This design comes from an exercise in tuning for small area, a short achievable clock period and few clock cycles per item on the open sky130 flow, not from production work. RTL that was checked went through simulation tests only; none was proved equivalent to the original.

Setup of the baseline:
// alu_seq
module alu_seq #(
  parameter int XLEN = 64
) (
  input  logic            clk_i,
  input  logic            rst_n_i,
  input  logic            req_valid_i,
  output logic            req_ready_o,
  input  logic [3:0]      op_i,
  input  logic [XLEN-1:0] a_i,
  input  logic [XLEN-1:0] b_i,
  input  logic            cin_i,
  output logic            rsp_valid_o,
  input  logic            rsp_ready_i,
  output logic [XLEN-1:0] result_o,
  output logic            cflag_o,
  output logic            vflag_o,
  output logic            zflag_o
);
  localparam int SHW = $clog2(XLEN);
  localparam logic [3:0] OP_ADD  = 4'd0;
  localparam logic [3:0] OP_SUB  = 4'd1;
  localparam logic [3:0] OP_AND  = 4'd2;
  localparam logic [3:0] OP_XOR  = 4'd3;
  localparam logic [3:0] OP_SLL  = 4'd4;
  localparam logic [3:0] OP_SRL  = 4'd5;
  localparam logic [3:0] OP_SRA  = 4'd6;
  localparam logic [3:0] OP_SLTU = 4'd7;
  localparam logic [3:0] OP_SLT  = 4'd8;
  ...
Size in the first run: about 3,700 cells after synthesis, about 380 flip-flops, about 210 I/O pins, about 0.033 sq mm of cells after synthesis.
Settings: LEC_CHECK=0, CAP_MARGIN=20, CORE_MARGIN=2, CORE_UTILIZATION=45, PLACE_DENSITY=0.6, SETUP_SLACK_MARGIN=4, SLEW_MARGIN=20; clock period 8.0 ns.
standard.sh (not shown) runs the stock make flow with config.mk's settings and CLKGATE_MAP_FILE= SYNTH_SCRIPT=/design/flow/synth_recipe.tcl, a recipe that flattens the netlist after the stock synthesis.
==> flow/flow/run.sh <==
#!/bin/bash
# Own flow: the standard layout (standard synthesis, floorplan, power grid,
# placement, CTS, routing), unchanged except that the port buffers the placer
# inserts on every input and output are sky130_fd_sc_hd__buf_2 cells instead
# of the default delay-buffer cells.
set -euo pipefail
export BUFFER_PORTS_ARGS="-buffer_cell sky130_fd_sc_hd__buf_2"
bash standard.sh > standard_flow.log 2>&1
What the candidate does differently from the baseline at the input level:
--- a/flow/design.v
+++ b/flow/design.v
@@ -280,21 +280,23 @@
             p_q <= {p_q[XLEN-2:0], cout};
           end
         end
       endcase
     end
   end
   always_ff @(posedge clk_i or negedge rst_n_i) begin
     if (!rst_n_i)          r0v <= 1'b0;
     else if (!r0v || take) r0v <= fire;
   end
   always_ff @(posedge clk_i) begin
-    r0_res <= (e_res & {XLEN{fire}}) | (r0_res & {XLEN{~fire}});
-    r0_c   <= (e_c & fire) | (r0_c & ~fire);
-    r0_v   <= (e_v & fire) | (r0_v & ~fire);
+    if (fire) begin
+      r0_res <= e_res;
+      r0_c   <= e_c;
+      r0_v   <= e_v;
+    end
   end
   assign rsp_valid_o = r0v;
   assign result_o    = r0_res;
   assign cflag_o     = r0_c;
   assign vflag_o     = r0_v;
   assign zflag_o     = (r0_res == '0);
 endmodule
[summary]
- The baseline: all stages complete, timing, DRC and antenna checks passed
- The candidate closes out successfully: all stages finished, all timing, DRC and antenna checks passed.
- Compared with the baseline, the candidate shows a lower global-route usage.
- The candidate vs the baseline, critical-path cell with the highest stage delay: mux4_2 vs a211oi_1
- Against the baseline as the reference, the candidate delivers a lower depth of the worst hold-timing path.
- The baseline and the candidate ended up with roughly the same area of the die.
- From the baseline to the candidate the numbers moved as follows: number of placed instances with taps included shrank by 64; final cell count lost 1.8%; core utilization lost 0.62 points.
Testbench counts of the candidate, summed over its fixed seeds: cycles 9,195, items 2,048.
For the baseline, only the layout was checked, not whether the RTL still works.

========
Setup of job 101:
The RTL this note starts from:
==> flow/design.v <==
module alu_seq #(
  parameter int XLEN = 64
) (
  input  logic            clk_i,
  input  logic            rst_n_i,
  input  logic            req_valid_i,
  output logic            req_ready_o,
  input  logic [3:0]      op_i,
  input  logic [XLEN-1:0] a_i,
  input  logic [XLEN-1:0] b_i,
  input  logic            cin_i,
  output logic            rsp_valid_o,
  input  logic            rsp_ready_i,
  output logic [XLEN-1:0] result_o,
  output logic            cflag_o,
  output logic            vflag_o,
  output logic            zflag_o
);
  localparam int SHW = $clog2(XLEN);
  localparam logic [3:0] OP_ADD  = 4'd0;
  localparam logic [3:0] OP_SUB  = 4'd1;
  localparam logic [3:0] OP_AND  = 4'd2;
  localparam logic [3:0] OP_XOR  = 4'd3;
  localparam logic [3:0] OP_SLL  = 4'd4;
  localparam logic [3:0] OP_SRL  = 4'd5;
  localparam logic [3:0] OP_SRA  = 4'd6;
  localparam logic [3:0] OP_SLTU = 4'd7;
  localparam logic [3:0] OP_SLT  = 4'd8;
  localparam logic [3:0] OP_MULU = 4'd9;
  localparam logic [3:0] OP_DIVU = 4'd10;
  localparam logic [3:0] OP_REMU = 4'd11;
  localparam logic [1:0] PH_SINGLE = 2'd0;   
  localparam logic [1:0] PH_MSETUP = 2'd1;   
  localparam logic [1:0] PH_DSETUP = 2'd2;   
  localparam logic [1:0] PH_ITER   = 2'd3;   
  function automatic logic [SHW:0] lead1(input logic [XLEN-1:0] x);
    logic [XLEN-1:0]  nz [SHW+1];
    logic [SHW-1:0]   ix [SHW+1][XLEN];
    nz[0] = x;
    for (int j = 0; j < XLEN; j++) ix[0][j] = '0;
    for (int k = 1; k <= SHW; k++) begin
      nz[k] = '0;
      for (int j = 0; j < XLEN; j++) ix[k][j] = '0;
      for (int j = 0; j < (XLEN >> k); j++) begin
        nz[k][j] = nz[k-1][2*j+1] | nz[k-1][2*j];
        if (nz[k-1][2*j+1]) ix[k][j] = ix[k-1][2*j+1] | SHW'(1 << (k-1));
        else                ix[k][j] = ix[k-1][2*j];
      end
    end
    lead1 = {nz[SHW][0], ix[SHW][0]};
  endfunction
  function automatic logic [XLEN:0] pfx_add(input logic [XLEN-1:0] a,
                                            input logic [XLEN-1:0] b,
                                            input logic            c0);
    logic [XLEN-1:0] p, g, pn, gn, h;
    h = a ^ b;
    g = a & b;
    p = h;
    g[0] = g[0] | (p[0] & c0);
    for (int k = 1; k < XLEN; k = k * 2) begin
      gn = g;
      pn = p;
      for (int i = 0; i < XLEN; i++) begin
        if ((i & k) != 0) begin
          gn[i] = g[i] | (p[i] & g[(i & ~(k-1)) - 1]);
          pn[i] = p[i] & p[(i & ~(k-1)) - 1];
        end
      end
      g = gn;
      p = pn;
    end
    pfx_add = {g[XLEN-1], h ^ {g[XLEN-2:0], c0}};
  endfunction
  function automatic logic [2:0] booth(input logic m1, input logic m0, input logic prev);
    logic two, nz, neg;
    two = (!m1 && m0 && prev) || (m1 && !m0 && !prev);
    nz  = !((!m1 && !m0 && !prev) || (m1 && m0 && prev));
    neg = m1 && !(m0 && prev);
    booth = {two, nz, neg};
  endfunction
  logic             ev;           
  logic [1:0]       ph;
  logic [SHW-1:0]   cnt;
  logic [XLEN-1:0]  x_q, b_q, y_q, p_q;
  logic             ci_q;
  logic             nza_q, nzb_q;
  logic [SHW-1:0]   la_q, lb_q;   
  logic             a_lt_b;       
  logic             early;        
  logic             swap;         
  logic [SHW-1:0]   dal_q;        
  logic [SHW-1:0]   sh_rot;       
  logic [SHW-1:0]   sh_s;         
  logic             sh_left, sh_sra, o_dv;
  logic             o_add, o_arith, o_and, o_xor, o_sll, o_srl, o_sra;
  logic             o_sltu, o_slt, o_mul, o_div, o_rem;
  logic             r0v;
  logic [XLEN-1:0]  r0_res;
  logic             r0_c, r0_v;
  logic e_last;       
  logic fire;         
  logic accept;
  logic take;
  assign e_last = (ph == PH_SINGLE) ||
                  (ph == PH_ITER && cnt == '0) ||
                  (ph == PH_DSETUP && early);
  assign fire   = ev & e_last & (~r0v | rsp_ready_i);
  assign req_ready_o = ~ev | (e_last & (~r0v | rsp_ready_i));
  assign accept = req_valid_i & req_ready_o;
  assign take   = r0v & rsp_ready_i;
  logic [XLEN:0]   sum_full;
  logic [XLEN-1:0] sum;
  logic            cout, ovf;
  assign sum_full = pfx_add(x_q, b_q, ci_q);
  assign sum      = sum_full[XLEN-1:0];
  assign cout     = sum_full[XLEN];
  assign ovf      = (x_q[XLEN-1] == b_q[XLEN-1]) && (sum[XLEN-1] != x_q[XLEN-1]);
  logic [XLEN-1:0]   sh_d;
  logic [2*XLEN-1:0] sh_cat;
  logic [XLEN-1:0]   sh_rotd;
  logic [XLEN-1:0]   sh_ge;      
  logic [XLEN-1:0]   sh_keep;
  logic [XLEN-1:0]   sh_out;
  assign sh_d    = o_dv ? b_q : x_q;
  assign sh_cat  = {sh_d, sh_d} >> sh_rot;
  assign sh_rotd = sh_cat[XLEN-1:0];
  always_comb begin
    for (int i = 0; i < XLEN; i++) sh_ge[i] = (SHW+1)'(i) >= {1'b0, sh_s};
    for (int i = 0; i < XLEN; i++) sh_keep[i] = sh_left ? sh_ge[i] : sh_ge[XLEN-1-i];
  end
  assign sh_out  = (sh_rotd & sh_keep) | ({XLEN{sh_sra & sh_d[XLEN-1]}} & ~sh_keep);
  logic            it_last;
  logic            s_sum, s_x;
  logic [XLEN-1:0] e_res;
  logic            e_c, e_v;
  assign it_last = (ph == PH_ITER);
  always_comb begin
    s_sum = ((ph == PH_SINGLE) & o_add) | (it_last & o_mul) | (it_last & o_rem & cout);
    s_x   = o_rem & (((ph == PH_DSETUP)) | (it_last & ~cout));
    e_res = (sum & {XLEN{s_sum}})
          | (x_q & {XLEN{s_x}})
          | ({p_q[XLEN-2:0], cout} & {XLEN{it_last & o_div}})
          | ({XLEN{(ph == PH_DSETUP) & o_div & ~nzb_q}})
          | (x_q & b_q & {XLEN{o_and}})
          | ((x_q ^ b_q) & {XLEN{o_xor}})
          | (sh_out & {XLEN{o_sll | o_srl | o_sra}})
          | {{(XLEN-1){1'b0}}, (o_sltu & ~cout) | (o_slt & (sum[XLEN-1] ^ ovf))};
    e_c   = o_arith & cout;
    e_v   = o_arith & ovf;
  end
  logic [XLEN-1:0] mplier, mcand;
  logic            nz_min;
  logic [SHW-1:0]  l_min;
  assign mplier = swap ? x_q : b_q;
  assign mcand  = swap ? b_q : x_q;
  assign nz_min = swap ? nza_q : nzb_q;
  assign l_min  = swap ? la_q : lb_q;
  logic [2:0]      bd;
  logic [XLEN-1:0] y_nx;
  logic [XLEN-1:0] b_booth;
  assign bd      = (ph == PH_MSETUP) ? booth(mplier[1], mplier[0], 1'b0)
                                     : booth(p_q[3], p_q[2], p_q[1]);
  assign y_nx    = (ph == PH_MSETUP) ? mcand : {y_q[XLEN-3:0], 2'b00};
  assign b_booth = ((bd[2] ? {y_nx[XLEN-2:0], 1'b0} : y_nx) & {XLEN{bd[1]}}) ^ {XLEN{bd[0]}};
  logic advance;    
  assign advance = ev & ~e_last;
  always_ff @(posedge clk_i or negedge rst_n_i) begin
    if (!rst_n_i) begin
      ev <= 1'b0;
      ph <= PH_SINGLE;
    end else if (accept) begin
      ev <= 1'b1;
      ph <= (op_i == OP_MULU) ? PH_MSETUP :
            (op_i == OP_DIVU || op_i == OP_REMU) ? PH_DSETUP : PH_SINGLE;
    end else if (fire) begin
      ev <= 1'b0;
    end else if (advance) begin
      ph <= PH_ITER;
    end
  end
  logic neg_i, dv_i;
  logic nza_i, nzb_i;
  logic [SHW-1:0] la_i, lb_i, dal_i;
  logic lt_i;
  assign neg_i = (op_i == OP_SUB) || (op_i == OP_SLTU) || (op_i == OP_SLT);
  assign dv_i  = (op_i == OP_DIVU) || (op_i == OP_REMU);
  assign {nza_i, la_i} = lead1(a_i);
  assign {nzb_i, lb_i} = lead1(b_i);
  assign dal_i = la_i - lb_i;
  logic [SHW-1:0] s_i;
  assign s_i   = dv_i ? dal_i : b_i[SHW-1:0];
  assign lt_i  = la_i < lb_i;
  always_ff @(posedge clk_i) begin
    if (accept) begin
      x_q    <= a_i;
      b_q    <= b_i ^ {XLEN{neg_i}};
      ci_q   <= (op_i == OP_ADD) ? cin_i : 1'b1;
      nza_q   <= nza_i;
      nzb_q   <= nzb_i;
      la_q    <= la_i;
      lb_q    <= lb_i;
      dal_q   <= dal_i;
      a_lt_b  <= lt_i;
      early   <= !nzb_i || !nza_i || lt_i;
      swap    <= !nza_i || (nzb_i && lt_i);
      sh_s    <= s_i;
      sh_rot  <= dv_i ? (lb_i - la_i) : (op_i == OP_SLL) ? (SHW'(0) - b_i[SHW-1:0]) : b_i[SHW-1:0];
      sh_left <= dv_i || (op_i == OP_SLL);
      sh_sra  <= (op_i == OP_SRA);
      o_dv    <= dv_i;
      o_add   <= (op_i == OP_ADD) || (op_i == OP_SUB);
      o_arith <= (op_i == OP_ADD) || (op_i == OP_SUB) || (op_i == OP_SLTU) || (op_i == OP_SLT);
      o_and   <= (op_i == OP_AND);
      o_xor   <= (op_i == OP_XOR);
      o_sll   <= (op_i == OP_SLL);
      o_srl   <= (op_i == OP_SRL);
      o_sra   <= (op_i == OP_SRA);
      o_sltu  <= (op_i == OP_SLTU);
      o_slt   <= (op_i == OP_SLT);
      o_mul   <= (op_i == OP_MULU);
      o_div   <= (op_i == OP_DIVU);
      o_rem   <= (op_i == OP_REMU);
    end else if (advance) begin
      case (ph)
        PH_MSETUP: begin
          x_q  <= '0;
          y_q  <= y_nx;
          b_q  <= b_booth;
          ci_q <= bd[0];
          p_q  <= mplier;
          cnt  <= SHW'(({1'b0, l_min} + (SHW+1)'(nz_min)) >> 1);
        end
        PH_DSETUP: begin
          b_q  <= ~sh_out;
          ci_q <= 1'b1;
          p_q  <= '0;
          cnt  <= dal_q;
        end
        default: begin
          cnt <= cnt - SHW'(1);
          if (o_mul) begin
            x_q  <= sum;
            y_q  <= y_nx;
            b_q  <= b_booth;
            ci_q <= bd[0];
            p_q  <= {2'b00, p_q[XLEN-1:2]};
          end else begin
            if (cout) x_q <= sum;
            b_q <= {1'b1, b_q[XLEN-1:1]};
            p_q <= {p_q[XLEN-2:0], cout};
          end
        end
      endcase
    end
  end
  always_ff @(posedge clk_i or negedge rst_n_i) begin
    if (!rst_n_i)          r0v <= 1'b0;
    else if (!r0v || take) r0v <= fire;
  end
  always_ff @(posedge clk_i) begin
    if (fire) begin
      r0_res <= e_res;
      r0_c   <= e_c;
      r0_v   <= e_v;
    end
  end
  assign rsp_valid_o = r0v;
  assign result_o    = r0_res;
  assign cflag_o     = r0_c;
  assign vflag_o     = r0_v;
  assign zflag_o     = (r0_res == '0);
endmodule
clock: 8.0 ns
lec_check: 0
cap_margin: 20
core_margin: 2
core_utilization: 60
place_density: 0.7
setup_slack_margin: 4
slew_margin: 20
run.sh (not shown) runs the stock make flow with config.mk's settings and CLKGATE_MAP_FILE= SYNTH_SCRIPT=/design/flow/synth_recipe.tcl, a recipe that flattens the netlist after the stock synthesis.
Stock flow here: none of the scripts above is used.
Job 101: it failed during global routing, and the tool reported GRT-0232.
Testbench counts of job 101, summed over its fixed seeds: cycles 8,920, items 2,048.
The inputs of job 102 differ from those of job 101 as listed below.
-- flow/design.v --
<<< job 101, line 34
  localparam logic [1:0] PH_DSETUP = 2'd2;   
  localparam logic [1:0] PH_ITER   = 2'd3;   
  function automatic logic [SHW:0] lead1(input logic [XLEN-1:0] x);
    logic [XLEN-1:0]  nz [SHW+1];
    logic [SHW-1:0]   ix [SHW+1][XLEN];
    nz[0] = x;
    for (int j = 0; j < XLEN; j++) ix[0][j] = '0;
    for (int k = 1; k <= SHW; k++) begin
      nz[k] = '0;
      for (int j = 0; j < XLEN; j++) ix[k][j] = '0;
      for (int j = 0; j < (XLEN >> k); j++) begin
        nz[k][j] = nz[k-1][2*j+1] | nz[k-1][2*j];
        if (nz[k-1][2*j+1]) ix[k][j] = ix[k-1][2*j+1] | SHW'(1 << (k-1));
        else                ix[k][j] = ix[k-1][2*j];
      end
    end
    lead1 = {nz[SHW][0], ix[SHW][0]};
  endfunction
  function automatic logic [XLEN:0] pfx_add(input logic [XLEN-1:0] a,
>>> job 102, line 34
  localparam logic [1:0] PH_DSETUP = 2'd2;   
  localparam logic [1:0] PH_ITER   = 2'd3;   
  function automatic logic [6:0] lead1(input logic [63:0] x);
    logic [15:0] n1;
    logic [1:0]  i1 [16];
    logic [3:0]  n2;
    logic [3:0]  i2 [4];
    logic [1:0]  p;
    for (int j = 0; j < 16; j++) begin
      n1[j] = |x[4*j +: 4];
      i1[j] = {x[4*j+3] | x[4*j+2], x[4*j+3] | (~x[4*j+2] & x[4*j+1])};
    end
    for (int g = 0; g < 4; g++) begin
      n2[g] = |n1[4*g +: 4];
      p     = {n1[4*g+3] | n1[4*g+2], n1[4*g+3] | (~n1[4*g+2] & n1[4*g+1])};
      i2[g] = {p, i1[4*g + int'(p)]};
    end
    p     = {n2[3] | n2[2], n2[3] | (~n2[2] & n2[1])};
    lead1 = {|n2, p, i2[p]};
  endfunction
  function automatic logic [XLEN:0] pfx_add(input logic [XLEN-1:0] a,
<<< job 101, line 89
  logic             early;        
  logic             swap;         
  logic [SHW-1:0]   dal_q;        
  logic [SHW-1:0]   sh_rot;       
  logic [SHW-1:0]   sh_s;         
>>> job 102, line 91
  logic             early;        
  logic             swap;         
  logic [SHW-1:0]   sh_rot;       
  logic [SHW-1:0]   sh_s;         
<<< job 101, line 98
  logic [XLEN-1:0]  r0_res;
  logic             r0_c, r0_v;
  logic e_last;       
  logic fire;         
>>> job 102, line 99
  logic [XLEN-1:0]  r0_res;
  logic             r0_c, r0_v;
  assign a_lt_b = la_q < lb_q;
  assign early  = !nzb_q || !nza_q || a_lt_b;
  assign swap   = !nza_q || (nzb_q && a_lt_b);
  logic e_last;       
  logic fire;         
<<< job 101, line 181
  logic neg_i, dv_i;
  logic nza_i, nzb_i;
  logic [SHW-1:0] la_i, lb_i, dal_i;
  logic lt_i;
  assign neg_i = (op_i == OP_SUB) || (op_i == OP_SLTU) || (op_i == OP_SLT);
  assign dv_i  = (op_i == OP_DIVU) || (op_i == OP_REMU);
  assign {nza_i, la_i} = lead1(a_i);
  assign {nzb_i, lb_i} = lead1(b_i);
  assign dal_i = la_i - lb_i;
  logic [SHW-1:0] s_i;
  assign s_i   = dv_i ? dal_i : b_i[SHW-1:0];
  assign lt_i  = la_i < lb_i;
  always_ff @(posedge clk_i) begin
    if (accept) begin
>>> job 102, line 185
  logic neg_i, dv_i;
  logic nza_i, nzb_i;
  logic [SHW-1:0] la_i, lb_i;
  assign neg_i = (op_i == OP_SUB) || (op_i == OP_SLTU) || (op_i == OP_SLT);
  assign dv_i  = (op_i == OP_DIVU) || (op_i == OP_REMU);
  assign {nza_i, la_i} = lead1(a_i);
  assign {nzb_i, lb_i} = lead1(b_i);
  logic [SHW-1:0] s_i;
  assign s_i   = dv_i ? '0 : b_i[SHW-1:0];
  always_ff @(posedge clk_i) begin
    if (accept) begin
<<< job 101, line 200
      la_q    <= la_i;
      lb_q    <= lb_i;
      dal_q   <= dal_i;
      a_lt_b  <= lt_i;
      early   <= !nzb_i || !nza_i || lt_i;
      swap    <= !nza_i || (nzb_i && lt_i);
      sh_s    <= s_i;
      sh_rot  <= dv_i ? (lb_i - la_i) : (op_i == OP_SLL) ? (SHW'(0) - b_i[SHW-1:0]) : b_i[SHW-1:0];
>>> job 102, line 201
      la_q    <= la_i;
      lb_q    <= lb_i;
      sh_s    <= s_i;
      sh_rot  <= dv_i ? (lb_i - la_i) : (op_i == OP_SLL) ? (SHW'(0) - b_i[SHW-1:0]) : b_i[SHW-1:0];
<<< job 101, line 235
          ci_q <= 1'b1;
          p_q  <= '0;
          cnt  <= dal_q;
        end
        default: begin
>>> job 102, line 232
          ci_q <= 1'b1;
          p_q  <= '0;
          cnt  <= la_q - lb_q;
        end
        default: begin
Job 102 closes out successfully: all stages finished, all timing, DRC and antenna checks passed. Post-CTS setup buffer count (job 101 / job 102): 1.4. Of job 101 and job 102, the lower proportion of synthesized area in mux cells belongs to job 101. [compare] base=job 101 new=job 102: total instance count after detailed placement shows a reduction of 309; worst-case clock buffer depth shows no meaningful change; register bit count reported by yosys shows a reduction of about 1.9%.
The RTL of job 102 was laid out without a check of its function.

re-timing with driven ports:
In the flow no input, the clock included, has a driving cell. The finished layouts below were timed again as built, in two steps.
Step 1 sets driving cells, clkbuf_16 on the clock port and buf_2 on the other inputs (assumed; they add their load-dependent delay and slew).
Step 2 times the ports against the registers' clock, not the clock port: input delays grow and output delays shrink by t, the midpoint of the rising clock arrivals with the driver on.
a / b / c = ideal / step 1 / step 2; a / b = the first two.
run	t, ns	setup slack, ns	clock arrival spread, ns
the baseline	0.697	3.789 / 3.789 / 3.206	0.040 / 0.040
the candidate	0.671	3.912 / 3.912 / 3.350	0.031 / 0.031
job 102	0.679	3.357 / 3.287 / 3.114	0.029 / 0.028
After both steps every run listed still meets setup and hold. The setup slack of the baseline, which loses most, moves by 0.000 ns with the drivers and by -0.583 ns with both steps.
